Background: an optimization exercise with open tools, aiming at small area. Do not read the settings as production practice. The RTL was checked by simulation tests, not by an equivalence proof against the original design. No activity file was given, so power comes from the tool's default toggle rates.

==> flow/design.v (excerpt) <==
module mrw_2ror1w (
  input  wire                     clk,
  input  wire                     rst,
  input  wire                     rd0_en,
  input  wire  [6-1:0] rd0_addr,
  input  wire                     rd1_en,
  input  wire  [6-1:0] rd1_addr,
  input  wire                     wr_en,
  input  wire  [6-1:0] wr_addr,
  input  wire  [8-1:0]   wr_data,
  input  wire                     inj_en,
  input  wire  [3-1:0] inj_bank,
  input  wire  [4-1:0] inj_row,
  output logic                    rsp0_vld,
  output logic [8-1:0]   rsp0_data,
  output logic                    rsp0_serr,
  output logic                    rsp0_derr,
  output logic [7-1:0] rsp0_padr,
  output logic                    rsp1_vld,
  output logic [8-1:0]   rsp1_data,
  output logic                    rsp1_serr,
  output logic                    rsp1_derr,
  output logic [7-1:0] rsp1_padr,
  output logic                    ready
);
  localparam int NB = 4;
  localparam int NR = 12;
  localparam int W  = 8;
  logic                    pend_en;
  logic [3-1:0] pend_bank;
  logic [4-1:0] pend_row;
  logic                    vld0_q, vld1_q;
  logic [6-1:0] addr0_q, addr1_q;
  always_ff @(posedge clk) begin
    pend_en   <= inj_en && rst_n;
    pend_bank <= inj_bank;
    pend_row  <= inj_row;
    vld0_q    <= rd0_en;
    vld1_q    <= rd1_en;
    addr0_q   <= rd0_addr;
    addr1_q   <= rd1_addr;
    ready     <= rst_n;
  end
  logic [NR-1:0] wr_row_n, inj_row_n;
  logic [NB-1:0] wr_bank_n;
  logic [NB:0]   inj_bank_n;
  logic          rst_n;
  ...
For scale: roughly 1700 cells after synthesis, roughly 76 I/O pins, roughly 0.018 sq mm of cells after synthesis.
==> flow/config.mk <==
export PLATFORM = sky130hd
export DESIGN_NAME = mrw_2ror1w
export DESIGN_NICKNAME = mrw_2ror1w
export VERILOG_FILES = /design/flow/design.v
export SDC_FILE = /design/flow/constraint.sdc
export NUM_CORES = 4
export LEC_CHECK = 0
export CAP_MARGIN = 20
export CORE_MARGIN = 2
export CORE_UTILIZATION = 40
export CTS_BUF_LIST = sky130_fd_sc_hd__clkbuf_4
export SLEW_MARGIN = 20
export SYNTH_HIERARCHICAL = 1
==> flow/constraint.sdc <==
create_clock -name core_clock -period 6.0 [get_ports {clk}]
set_input_delay 1.2000 -clock core_clock [delete_from_list [all_inputs] [get_ports {clk}]]
set_output_delay 1.2000 -clock core_clock [all_outputs]
set_load 0.01 [all_outputs]
run.sh (not shown) runs the stock make flow with config.mk's settings and CLKGATE_MAP_FILE= SYNTH_SCRIPT=/design/flow/synth_recipe.tcl, a recipe that flattens the netlist after the stock synthesis.
The starting point completed with no timing, DRC or antenna violations.
Edit:
CTS_BUF_LIST = default   (was sky130_fd_sc_hd__clkbuf_4)
The new run finished clean. Critical path depth shrinks by 1. Register-to-register slack stays flat. Routed wire length fell slightly. Final cell count went down by a few percent. First-iteration DRC count goes up by a few percent. Count of clock-buffer cells in the layout goes down by 100.

* * *

Starting RTL as in the previous note.
==> flow/design.v (excerpt) <==
module mrw_2ror1w (
  input  wire                     clk,
  input  wire                     rst,
  input  wire                     rd0_en,
  input  wire  [6-1:0] rd0_addr,
  input  wire                     rd1_en,
  input  wire  [6-1:0] rd1_addr,
  input  wire                     wr_en,
  input  wire  [6-1:0] wr_addr,
  input  wire  [8-1:0]   wr_data,
  input  wire                     inj_en,
  input  wire  [3-1:0] inj_bank,
  input  wire  [4-1:0] inj_row,
  output logic                    rsp0_vld,
  output logic [8-1:0]   rsp0_data,
  output logic                    rsp0_serr,
  output logic                    rsp0_derr,
  output logic [7-1:0] rsp0_padr,
  output logic                    rsp1_vld,
  output logic [8-1:0]   rsp1_data,
  output logic                    rsp1_serr,
  output logic                    rsp1_derr,
  output logic [7-1:0] rsp1_padr,
  output logic                    ready
);
  localparam int NB = 4;
  localparam int NR = 12;
  localparam int W  = 8;
  logic                    pend_en;
  logic [3-1:0] pend_bank;
  logic [4-1:0] pend_row;
  logic                    vld0_q, vld1_q;
  logic [6-1:0] addr0_q, addr1_q;
  always_ff @(posedge clk) begin
    pend_en   <= inj_en && rst_n;
    pend_bank <= inj_bank;
    pend_row  <= inj_row;
    vld0_q    <= rd0_en;
    vld1_q    <= rd1_en;
    addr0_q   <= rd0_addr;
    addr1_q   <= rd1_addr;
    ready     <= rst_n;
  end
  logic [NR-1:0] wr_row_n, inj_row_n;
  logic [NB-1:0] wr_bank_n;
  logic [NB:0]   inj_bank_n;
  logic          rst_n;
  wr_select  u_wr_sel  (.en(wr_en), .addr(wr_addr), .row_n(wr_row_n), .bank_n(wr_bank_n));
  inj_select u_inj_sel (.en(pend_en), .bank(pend_bank), .row(pend_row),
                        .row_n(inj_row_n), .bank_n(inj_bank_n));
  g_inv      u_rst_n   (.a(rst), .y(rst_n));
  logic [NB-1:0][NR-1:0][W-1:0] word;
  logic [W-1:0][NB-1:0][NR-1:0] word_t;
  logic [NB:0][NR-1:0]          clr;
  for (genvar r = 0; r < NR; r++) begin : g_row
    for (genvar b = 0; b < NB; b++) begin : g_bank
      wire we, we_n;
  ...
clock: 6.0 ns
lec_check: 0
cap_margin: 20
core_margin: 2
core_utilization: 40
cts_buf_list: sky130_fd_sc_hd__clkbuf_8
cts_cluster_diameter: 60
cts_cluster_size: 18
slew_margin: 20
synth_hierarchical: 1
Change:
==> flow/flow/run.sh (new file) <==
#!/bin/bash
# The standard layout (the standard.sh, unchanged synthesis, floorplan, power grid and
# tap cells) with two changes:
#  - each input and output port gets a sky130_fd_sc_hd__buf_1 as its port buffer;
#  - clock tree synthesis uses clkbuf_8 with clusters of up to 18 flip-flops and no
#    dummy loads.
# Each tool's full output stays in the ORFS logs under orfs/logs; make's output is in
# flow_make.log.
set -euo pipefail
bash standard.sh \
  BUFFER_PORTS_ARGS="-buffer_cell sky130_fd_sc_hd__buf_1" \
  CTS_ARGS="-sink_clustering_enable -repair_clock_nets -buf_list sky130_fd_sc_hd__clkbuf_8 -sink_clustering_size 18 -sink_clustering_max_diameter 60 -dont_use_dummy_load" \
  finish > flow_make.log 2>&1
==> flow/standard.sh (new file) <==
#!/bin/bash
# synth_recipe.tcl (not shown) runs the flow's synth.tcl, then flattens the netlist and writes it again
# the make line also repeats each setting of config.mk as NAME=value (left out here)
make -C /OpenROAD-flow-scripts/flow DESIGN_CONFIG=/design/flow/config.mk WORK_HOME=/design/flow/orfs CLKGATE_MAP_FILE= SYNTH_SCRIPT=/design/flow/synth_recipe.tcl "${@:-finish}"
- CTS_BUF_LIST: sky130_fd_sc_hd__clkbuf_8 -> unset
- CTS_CLUSTER_DIAMETER: 60 -> unset
- CTS_CLUSTER_SIZE: 18 -> unset
removed: flow/run.sh
Result: Routed wire length falls by 2.9%; sequential share of layout area goes up by 1.3 points; non-clock buffer count fell by 2; die area does not change; worst setup slack gets better by 270 ps; sequential power is about the same; area after synthesis does not change; hold slack is about the same; power is lower by 5.8%.

[port drivers added, routing unchanged]
The results above use ideal ports. As a check the final layouts listed here were re-extracted and re-timed, cells and wires unchanged.
Step 1 assumes that a clkbuf_16 drives the clock port and a buf_2 every other input.
Step 2 also shifts input and output timing later by t, the mid clock arrival at the registers, as if the neighbouring blocks saw the same clock.
Three values: ideal, step 1, step 2; two values: the first two.
run	t (ns)	setup slack, ns	worst setup path at the end	clock arrival spread, ns
the first run of note 1	0.936	0.620 / 0.568 / 1.504	register to output	0.044 / 0.044
the second run of note 1	0.653	0.916 / 0.857 / 1.511	register to output	0.023 / 0.023
the first run of note 2	0.698	0.856 / 0.801 / 1.499	register to output	0.043 / 0.042
the second run of note 2	0.683	1.127 / 1.075 / 1.758	register to output	0.057 / 0.057
After both steps every run listed still meets setup and hold.
